This is an optimization exercise on Yosys and OpenROAD, whose aim is small area, a short achievable clock period and few clock cycles per item, not a production implementation.
At most, simulation tests tie the RTL to the original design; equivalence was not proved.
Power is estimated from default activity; no workload was simulated.

## job 105
Design luma_block_mean_mosaic, start of the top module:
module luma_block_mean_mosaic (
  input  logic                           clk,
  input  logic                           rst_n,
  input  logic                           in_valid,
  output logic                           in_ready,
  input  logic [lbmm_pkg::PIX_W-1:0]     in_pixel,
  input  logic                           in_frame_start,
  output logic                           out_valid,
  input  logic                           out_ready,
  output logic [lbmm_pkg::COORD_W-1:0]   out_block_column,
  output logic [lbmm_pkg::COORD_W-1:0]   out_block_row,
  output logic [lbmm_pkg::MEAN_W-1:0]    out_mean_luma,
  output logic                           out_frame_last,
  input  logic                           cfg_valid,
  output logic                           cfg_ready,
  input  logic [lbmm_pkg::CFG_IDX_W-1:0] cfg_index,
  input  logic [lbmm_pkg::CFG_W-1:0]     cfg_data
);
  logic       consume, cfg_busy, a_valid, a_first;
  logic [7:0] a_pixel;
  lbmm_ctrl u_ctrl (
    .clk            (clk),
    .rst_n          (rst_n),
    .hold           (cfg_busy),
    .in_valid       (in_valid),
    .in_ready       (in_ready),
    .cfg_ready      (cfg_ready),
    .in_pixel       (in_pixel),
    .in_frame_start (in_frame_start),
    .consume        (consume),
    .a_valid        (a_valid),
    .a_pixel        (a_pixel),
    .a_first        (a_first)
  );
  lbmm_dp u_dp (
    .clk              (clk),
    .rst_n            (rst_n),
  ...
Size: about 3700 cells after synthesis, about 2300 flip-flops, ~58 I/O pins, roughly 56000 µm² of cells after synthesis.
clock: 12.0 ns
lec_check: 0
cap_margin: 20
core_margin: 2
core_utilization: 35
cts_cluster_diameter: 100
cts_cluster_size: 25
place_density: 0.5
slew_margin: 20
synth_memory_max_bits: 4096
standard.sh (not shown) runs the stock make flow with config.mk's settings and CLKGATE_MAP_FILE= SYNTH_SCRIPT=/design/flow/synth_recipe.tcl, a recipe that flattens the netlist after the stock synthesis.
==> flow/flow/run.sh <==
#!/bin/bash
# Standard ORFS layout, with repair_timing asked for extra setup margin so
# that it keeps improving paths well below the design's clock period.
set -euo pipefail
bash standard.sh SETUP_SLACK_MARGIN=8.6 finish > standard_flow.log 2>&1
Testbench counts of job 105, summed over its fixed seeds: cycles 130,123, pixels 130,066.
diff inputs: job 105 => job 102
Settings: a change of PLACE_DENSITY from 0.5 to 0.8; a change of CORE_UTILIZATION from 35 to 70.
### Flow results
- Job 102 and job 105 ended up with nearly the same internal power.
- From job 102 to job 105, count of cell types in the netlist did not move at all.
- Wire length, job 102 vs job 105: up by a little under 10%
- Job 102 vs. job 105: share of post-route cells with drive strength above 1 went down by 0.59 points.
- Worst setup slack for job 102 is higher than for job 105.
- [compare] base=job 105 new=job 102: area fraction of clock buffers and clock inverters did not really move; die area went down; final cell count went down; power share of the clock group went down; design area went down.
- Summary of the comparison: average vias per placed instance is higher in job 102, relative to job 105.

Another version of the RTL of luma_block_mean_mosaic (not shown whole).
For scale: about 3100 cells after synthesis, ~1900 flip-flops, ~58 I/O pins, ~0.065 mm2 of cells after synthesis.
==> flow/config.mk <==
export PLATFORM = sky130hd
export DESIGN_NAME = luma_block_mean_mosaic
export DESIGN_NICKNAME = luma_block_mean_mosaic
export VERILOG_FILES = /design/flow/design.v
export SDC_FILE = /design/flow/constraint.sdc
export NUM_CORES = 4
export LEC_CHECK = 0
export CAP_MARGIN = 20
export CORE_MARGIN = 2
export CORE_UTILIZATION = 35
export CTS_CLUSTER_DIAMETER = 100
export CTS_CLUSTER_SIZE = 30
export PLACE_DENSITY = 0.5
export SLEW_MARGIN = 20
export SYNTH_MEMORY_MAX_BITS = 4096
==> flow/constraint.sdc <==
create_clock -name core_clock -period 12.0 [get_ports {clk}]
set_input_delay 2.4000 -clock core_clock [delete_from_list [all_inputs] [get_ports {clk}]]
set_output_delay 2.4000 -clock core_clock [all_outputs]
set_load 0.01 [all_outputs]
Scripts as last shown in full above: flow/flow/run.sh
Testbench counts at the start, summed over its fixed seeds: cycles 130,551, pixels 130,066.
Next try:
- CTS_CLUSTER_SIZE: 30 -> 25
Result: The changed run completed with no timing, DRC or antenna violations. Via count is higher by about 0.8%. Design area is higher by about 0.55%. Register-to-register slack is about the same. Routed wire length is higher by about 0.5%. Non-clock buffer count is higher by 5. Count of clock-buffer cells in the layout is higher by 20. Setup slack gets worse by 0.0065 ns.

the reference run:
luma_block_mean_mosaic, a different RTL version from the one above (not shown whole).
Size in the first run: about 2300 flip-flops, roughly 58 I/O pins, roughly 0.056 mm2 of cells after synthesis.
export LEC_CHECK = 0
export CAP_MARGIN = 20
export CORE_MARGIN = 2
export CORE_UTILIZATION = 35
export CTS_CLUSTER_DIAMETER = 80
export CTS_CLUSTER_SIZE = 20
export PLACE_DENSITY = 0.5
export SLEW_MARGIN = 20
export SYNTH_MEMORY_MAX_BITS = 4096
create_clock -name core_clock -period 12.0 [get_ports {clk}]
Scripts as last shown in full above: flow/flow/run.sh
The reference run: all stages complete, timing, DRC and antenna checks passed
Modified inputs, the trial run compared to the reference run
diff --git a/flow/config.mk b/flow/config.mk
--- a/flow/config.mk
+++ b/flow/config.mk
@@ -11,2 +11,2 @@
-export CTS_CLUSTER_DIAMETER = 80
-export CTS_CLUSTER_SIZE = 20
+export CTS_CLUSTER_DIAMETER = 100
+export CTS_CLUSTER_SIZE = 25
==> comparison <==
Clock network power share delta for the trial run relative to the reference run: 4.4 points lower
Changes observed in the trial run relative to the reference run: share of synthesized flip-flops with an asynchronous set or reset comparable, post-layout total power now smaller.
Total power density per cell area of the trial run falls short of that of the reference run by a few percent.
As far as overall die width goes, the reference run and the trial run are indistinguishable; the numbers are identical.
Summary of the trial run over the reference run: met1 routing resource usage after global routing neither gained nor lost much; ratio of final minimum period to clock period picked up an extra 0.57 points; cell count along the critical path picked up an extra 1.
Function was not checked in any run of this note: the RTL went through the layout flow alone.

## old
luma_block_mean_mosaic, a different RTL version from the one above (not shown whole).
Size in the first run: ~3800 cells after synthesis, about 2300 flip-flops, roughly 58 I/O pins, roughly 57000 sq um of cells after synthesis.
// luma_block_mean_mosaic
module luma_block_mean_mosaic (
  input  logic                           clk,
  input  logic                           rst_n,
  input  logic                           in_valid,
  output logic                           in_ready,
  input  logic [lbmm_pkg::PIX_W-1:0]     in_pixel,
  input  logic                           in_frame_start,
  output logic                           out_valid,
  input  logic                           out_ready,
  output logic [lbmm_pkg::COORD_W-1:0]   out_block_column,
  output logic [lbmm_pkg::COORD_W-1:0]   out_block_row,
  output logic [lbmm_pkg::MEAN_W-1:0]    out_mean_luma,
  output logic                           out_frame_last,
  input  logic                           cfg_valid,
  output logic                           cfg_ready,
  input  logic [lbmm_pkg::CFG_IDX_W-1:0] cfg_index,
  input  logic [lbmm_pkg::CFG_W-1:0]     cfg_data
);
  logic       consume, cfg_busy, a_valid, a_first;
  logic [7:0] a_pixel;
  lbmm_ctrl u_ctrl (
    .clk            (clk),
    .rst_n          (rst_n),
    .hold           (cfg_busy),
    .in_valid       (in_valid),
    .in_ready       (in_ready),
    .cfg_ready      (cfg_ready),
    .in_pixel       (in_pixel),
    .in_frame_start (in_frame_start),
    .consume        (consume),
    .a_valid        (a_valid),
    .a_pixel        (a_pixel),
    .a_first        (a_first)
  );
  lbmm_dp u_dp (
    .clk              (clk),
    .rst_n            (rst_n),
    .cfg_valid        (cfg_valid & cfg_ready),
    .cfg_index        (cfg_index),
    .cfg_data         (cfg_data),
    .cfg_busy         (cfg_busy),
    .a_valid          (a_valid),
    .a_pixel          (a_pixel),
  ...
export LEC_CHECK = 0
export CAP_MARGIN = 20
export CORE_MARGIN = 2
export CORE_UTILIZATION = 55
export CTS_CLUSTER_DIAMETER = 100
export CTS_CLUSTER_SIZE = 25
export PLACE_DENSITY = 0.65
export SLEW_MARGIN = 20
export SYNTH_MEMORY_MAX_BITS = 4096
create_clock -name core_clock -period 12.0 [get_ports {clk}]
Scripts as last shown in full above: flow/flow/run.sh
old | status: complete | timing, DRC, antenna: pass
Testbench counts of old, summed over its fixed seeds: cycles 130,123, pixels 130,066.
Input changes introduced in new (baseline for comparison: old):
- CORE_UTILIZATION: 55 -> 35
- PLACE_DENSITY: 0.65 -> 0.5
Results
new: PASS, flow complete, no timing, DRC or antenna violations. The via count reported for new is higher than the one for old. new ended up with u_dp.u_div.q_r[7] as its launching element of the worst setup path; old ended up with u_dp.u_div.q_r[5]. On new: number of cells traversed by the worst register-to-register path is 2 higher than what old gave. As of new, wire length had risen by a few percent compared to old. The higher clock network power share came out of new. The worst setup slack in new sits 0.010 ns above the value recorded for old. Between new and old, the combinational share of power does not differ in any meaningful way.

Another version of the RTL of luma_block_mean_mosaic (not shown whole).
For scale: ~3800 cells after synthesis, roughly 58 I/O pins, ~57000 um^2 of cells after synthesis.
clock: 12.0 ns
lec_check: 0
cap_margin: 20
core_margin: 2
core_utilization: 55
cts_cluster_diameter: 100
cts_cluster_size: 25
place_density: 0.65
slew_margin: 20
synth_memory_max_bits: 4096
Scripts as last shown in full above: flow/flow/run.sh
The baseline went through all stages and came out clean.
==> next run, changes <==
--- a/flow/flow/run.sh
+++ b/flow/flow/run.sh
@@ -5 +5 @@
-bash standard.sh SETUP_SLACK_MARGIN=8.6 finish > standard_flow.log 2>&1
+bash standard.sh SETUP_SLACK_MARGIN=8.45 finish > standard_flow.log 2>&1
Result: Die area does not change. Worst setup slack improved by 0.024 ns. Via count came out lower by 0.55%. Utilization came out lower by 0.24 points. Hold slack improved by 0.0036 ns. Total power hardly moves. Fmax came out higher by 0.65%. Final area came out lower by 0.40%.
No run of this note included a check of the RTL's function; only the layout flow was run.

## garnet
Another version of the RTL of luma_block_mean_mosaic (not shown whole).
For scale: roughly 1900 flip-flops, about 58 I/O pins, roughly 65000 um2 of cells after synthesis.
==> flow/design.v (excerpt) <==
module luma_block_mean_mosaic (
  input  logic                           clk,
  input  logic                           rst_n,
  input  logic                           in_valid,
  output logic                           in_ready,
  input  logic [lbmm_pkg::PIX_W-1:0]     in_pixel,
  input  logic                           in_frame_start,
  output logic                           out_valid,
  input  logic                           out_ready,
  output logic [lbmm_pkg::COORD_W-1:0]   out_block_column,
  output logic [lbmm_pkg::COORD_W-1:0]   out_block_row,
  output logic [lbmm_pkg::MEAN_W-1:0]    out_mean_luma,
  output logic                           out_frame_last,
  input  logic                           cfg_valid,
  output logic                           cfg_ready,
  input  logic [lbmm_pkg::CFG_IDX_W-1:0] cfg_index,
  input  logic [lbmm_pkg::CFG_W-1:0]     cfg_data
);
  logic       consume, a_valid, a_first;
  logic [7:0] a_pixel;
  assign cfg_ready = 1'b1;
  lbmm_ctrl u_ctrl (
    .clk            (clk),
    .rst_n          (rst_n),
    .in_valid       (in_valid),
    .in_ready       (in_ready),
    .in_pixel       (in_pixel),
    .in_frame_start (in_frame_start),
    .consume        (consume),
    .a_valid        (a_valid),
    .a_pixel        (a_pixel),
    .a_first        (a_first)
  );
  lbmm_dp u_dp (
    .clk              (clk),
    .rst_n            (rst_n),
    .cfg_valid        (cfg_valid),
    .cfg_index        (cfg_index),
    .cfg_data         (cfg_data),
    .a_valid          (a_valid),
    .a_pixel          (a_pixel),
  ...
clock: 12.0 ns
lec_check: 0
cap_margin: 20
core_margin: 2
core_utilization: 60
place_density: 0.7
slew_margin: 20
synth_memory_max_bits: 4096
==> flow/flow/run.sh <==
#!/bin/bash
# Standard ORFS layout, with repair_timing asked for extra setup margin so
# that it keeps improving paths well below the design's clock period.
set -euo pipefail
bash standard.sh SETUP_SLACK_MARGIN=8.5 finish > standard_flow.log 2>&1
Modified inputs, yarrow compared to garnet
# garnet
export LEC_CHECK = 0
export CAP_MARGIN = 20
export CORE_MARGIN = 2
export CORE_UTILIZATION = 60
export PLACE_DENSITY = 0.7
export SLEW_MARGIN = 20
export SYNTH_MEMORY_MAX_BITS = 4096
create_clock -name core_clock -period 12.0 [get_ports {clk}]
# yarrow
export LEC_CHECK = 0
export CAP_MARGIN = 20
export CORE_MARGIN = 2
export CORE_UTILIZATION = 35
export PLACE_DENSITY = 0.5
export SLEW_MARGIN = 20
export SYNTH_MEMORY_MAX_BITS = 4096
create_clock -name core_clock -period 12.0 [get_ports {clk}]
## What came out
Relative to garnet, clock network fraction of design power increased by 0.3 points in yarrow. For yarrow, the launch point of the critical path was u_dp.u_div.q_r[5]$_DFFE_PP_, unlike garnet, where it was u_dp.last_bc_r[0]$_SDFFE_PN1P_. yarrow reached the final stage; the timing, design-rule and antenna checks on its layout passed. Compared with garnet, in yarrow share of the cycle needed by the critical path after routing saw a decrease, multi-input logic portion of the cell area dropped 0.26 points, switching power now smaller, signal arrival time at the worst endpoint moved down. From garnet to yarrow the numbers moved as follows: total number of vias dropped 2.3%; post-cts sizing count dropped 17. yarrow vs garnet, standard cell with the maximum stage delay on the critical path: sky130_fd_sc_hd__edfxtp_1 vs sky130_fd_sc_hd__fa_1.
No functional check of the RTL was part of any run of this note.

luma_block_mean_mosaic, a different RTL version from the one above (not shown whole).
Size: ~2300 flip-flops, roughly 58 I/O pins.
clock: 12.0 ns
lec_check: 0
cap_margin: 20
core_margin: 2
core_utilization: 70
cts_cluster_diameter: 100
cts_cluster_size: 25
place_density: 0.8
slew_margin: 20
synth_memory_max_bits: 4096
==> flow/flow/run.sh <==
#!/bin/bash
# Standard ORFS layout, with repair_timing asked for extra setup margin so
# that it keeps improving paths well below the design's clock period.
set -euo pipefail
bash standard.sh SETUP_SLACK_MARGIN=8.45 finish > standard_flow.log 2>&1
Testbench counts at the start, summed over its fixed seeds: cycles 130,123, pixels 130,066.
Then changed:
--- a/flow/config.mk
+++ b/flow/config.mk
@@ -8,8 +8,8 @@
 export CAP_MARGIN = 20
 export CORE_MARGIN = 2
-export CORE_UTILIZATION = 70
+export CORE_UTILIZATION = 80
 export CTS_CLUSTER_DIAMETER = 100
 export CTS_CLUSTER_SIZE = 25
-export PLACE_DENSITY = 0.8
+export PLACE_DENSITY = 0.9
 export SLEW_MARGIN = 20
 export SYNTH_MEMORY_MAX_BITS = 4096
Result: This time the run failed in 4_1_cts. Area after synthesis is unchanged. Synthesized cell count is unchanged.
Then changed:
==> flow/flow/run.sh (replaced) <==
#!/bin/bash
# Standard ORFS layout, with repair_timing asked for extra setup margin so
# that it keeps improving paths well below the design's clock period.
set -euo pipefail
bash standard.sh SETUP_SLACK_MARGIN=8.6 finish > standard_flow.log 2>&1
--- a/flow/config.mk
+++ b/flow/config.mk
@@ -8,8 +8,8 @@
 export CAP_MARGIN = 20
 export CORE_MARGIN = 2
-export CORE_UTILIZATION = 80
+export CORE_UTILIZATION = 70
 export CTS_CLUSTER_DIAMETER = 100
 export CTS_CLUSTER_SIZE = 25
-export PLACE_DENSITY = 0.9
+export PLACE_DENSITY = 0.8
 export SLEW_MARGIN = 20
 export SYNTH_MEMORY_MAX_BITS = 4096
Result:
- With this change the flow finished clean
- area after synthesis stays the same
- synthesized cell count does not change
Then changed:
==> flow/flow/run.sh (replaced) <==
#!/bin/bash
# Standard ORFS layout, with repair_timing asked for extra setup margin so
# that it keeps improving paths well below the design's clock period.
set -euo pipefail
bash standard.sh SETUP_SLACK_MARGIN=8.45 finish > standard_flow.log 2>&1
--- a/flow/config.mk
+++ b/flow/config.mk
@@ -8,8 +8,8 @@
 export CAP_MARGIN = 20
 export CORE_MARGIN = 2
-export CORE_UTILIZATION = 70
-export CTS_CLUSTER_DIAMETER = 100
-export CTS_CLUSTER_SIZE = 25
-export PLACE_DENSITY = 0.8
+export CORE_UTILIZATION = 55
+export CTS_CLUSTER_DIAMETER = 80
+export CTS_CLUSTER_SIZE = 30
+export PLACE_DENSITY = 0.65
 export SLEW_MARGIN = 20
 export SYNTH_MEMORY_MAX_BITS = 4096
Effect: Power goes down by 2.6%; via count goes down by about 3.6%; core utilization goes down by 16 points; sequential power stays flat; die area goes up by 27%.
Then changed:
==> flow/flow/run.sh (replaced) <==
#!/bin/bash
# Standard ORFS layout, with repair_timing asked for extra setup margin so
# that it keeps improving paths well below the design's clock period.
set -euo pipefail
bash standard.sh SETUP_SLACK_MARGIN=8.6 finish > standard_flow.log 2>&1
--- a/flow/config.mk
+++ b/flow/config.mk
@@ -8,8 +8,8 @@
 export CAP_MARGIN = 20
 export CORE_MARGIN = 2
-export CORE_UTILIZATION = 55
+export CORE_UTILIZATION = 70
 export CTS_CLUSTER_DIAMETER = 80
 export CTS_CLUSTER_SIZE = 30
-export PLACE_DENSITY = 0.65
+export PLACE_DENSITY = 0.8
 export SLEW_MARGIN = 20
 export SYNTH_MEMORY_MAX_BITS = 4096
Outcome:
- fmax is higher by 0.77%
- synthesized area does not change
- sequential share of layout area rises by 0.47 points
Then changed:
--- a/flow/config.mk
+++ b/flow/config.mk
@@ -8,8 +8,8 @@
 export CAP_MARGIN = 20
 export CORE_MARGIN = 2
-export CORE_UTILIZATION = 70
+export CORE_UTILIZATION = 55
 export CTS_CLUSTER_DIAMETER = 80
 export CTS_CLUSTER_SIZE = 30
-export PLACE_DENSITY = 0.8
+export PLACE_DENSITY = 0.65
 export SLEW_MARGIN = 20
 export SYNTH_MEMORY_MAX_BITS = 4096
After rerunning:
- The changed run went through all stages and came out clean
- die area came out higher by about 27%
- clock power barely changes
- worst hold slack is better by 7.6 ps
- non-clock buffer count is higher by 2
- design area rises by 0.83%
- power hardly moves
- sequential share of layout area is lower by 0.64 points
- synthesized area does not change

-- afterwards: timing with drivers on the ports --
The results above use ideal ports. As a check the final layouts listed here were re-extracted and re-timed, cells and wires unchanged.
Step 1, drivers: a clkbuf_16 drives clk and a buf_2 each remaining input, both assumed.
Step 2, shift: input delay + t, output delay - t, t = (earliest + latest rising clock arrival at the registers) / 2. This alone moves slack from input paths to output paths.
Slacks: ideal ports / drivers / drivers and shift; pairs: ideal ports / drivers.
run | t, ns | setup WS [ns] | worst setup path after step 2
job 105 | 0.792 | 8.351 / 8.276 / 8.192 | input to register
job 102 | 0.742 | 8.415 / 8.348 / 8.290 | input to register
the first run of note 2 | 0.810 | 8.327 / 8.251 / 8.144 | input to register
the second run of note 2 | 0.809 | 8.320 / 8.245 / 8.146 | input to register
the reference run | 0.837 | 6.798 / 6.798 / 6.798 | register to register
the trial run | 0.787 | 6.729 / 6.729 / 6.729 | register to register
old | 0.758 | 8.351 / 8.283 / 8.243 | input to register
new | 0.780 | 8.362 / 8.286 / 8.319 | input to register
the first run of note 5 | 0.758 | 8.351 / 8.338 / 8.241 | input to register
the second run of note 5 | 0.766 | 8.375 / 8.304 / 8.011 | input to register
garnet | 0.835 | 8.047 / 8.047 / 8.047 | register to register
yarrow | 0.867 | 8.096 / 8.022 / 8.208 | register to register
the first run of note 7 | 0.744 | 8.438 / 8.371 / 8.059 | input to register
the third run of note 7 | 0.750 | 8.438 / 8.368 / 8.054 | input to register
the fourth run of note 7 | 0.752 | 8.408 / 8.344 / 8.093 | input to register
the fifth run of note 7 | 0.734 | 8.436 / 8.370 / 8.061 | input to register
the sixth run of note 7 | 0.750 | 8.412 / 8.347 / 7.997 | input to register
After both steps every run listed still meets setup and hold. The setup slack of the sixth run of note 7, which loses most, moves by -0.065 ns with the drivers and by -0.415 ns with both steps.
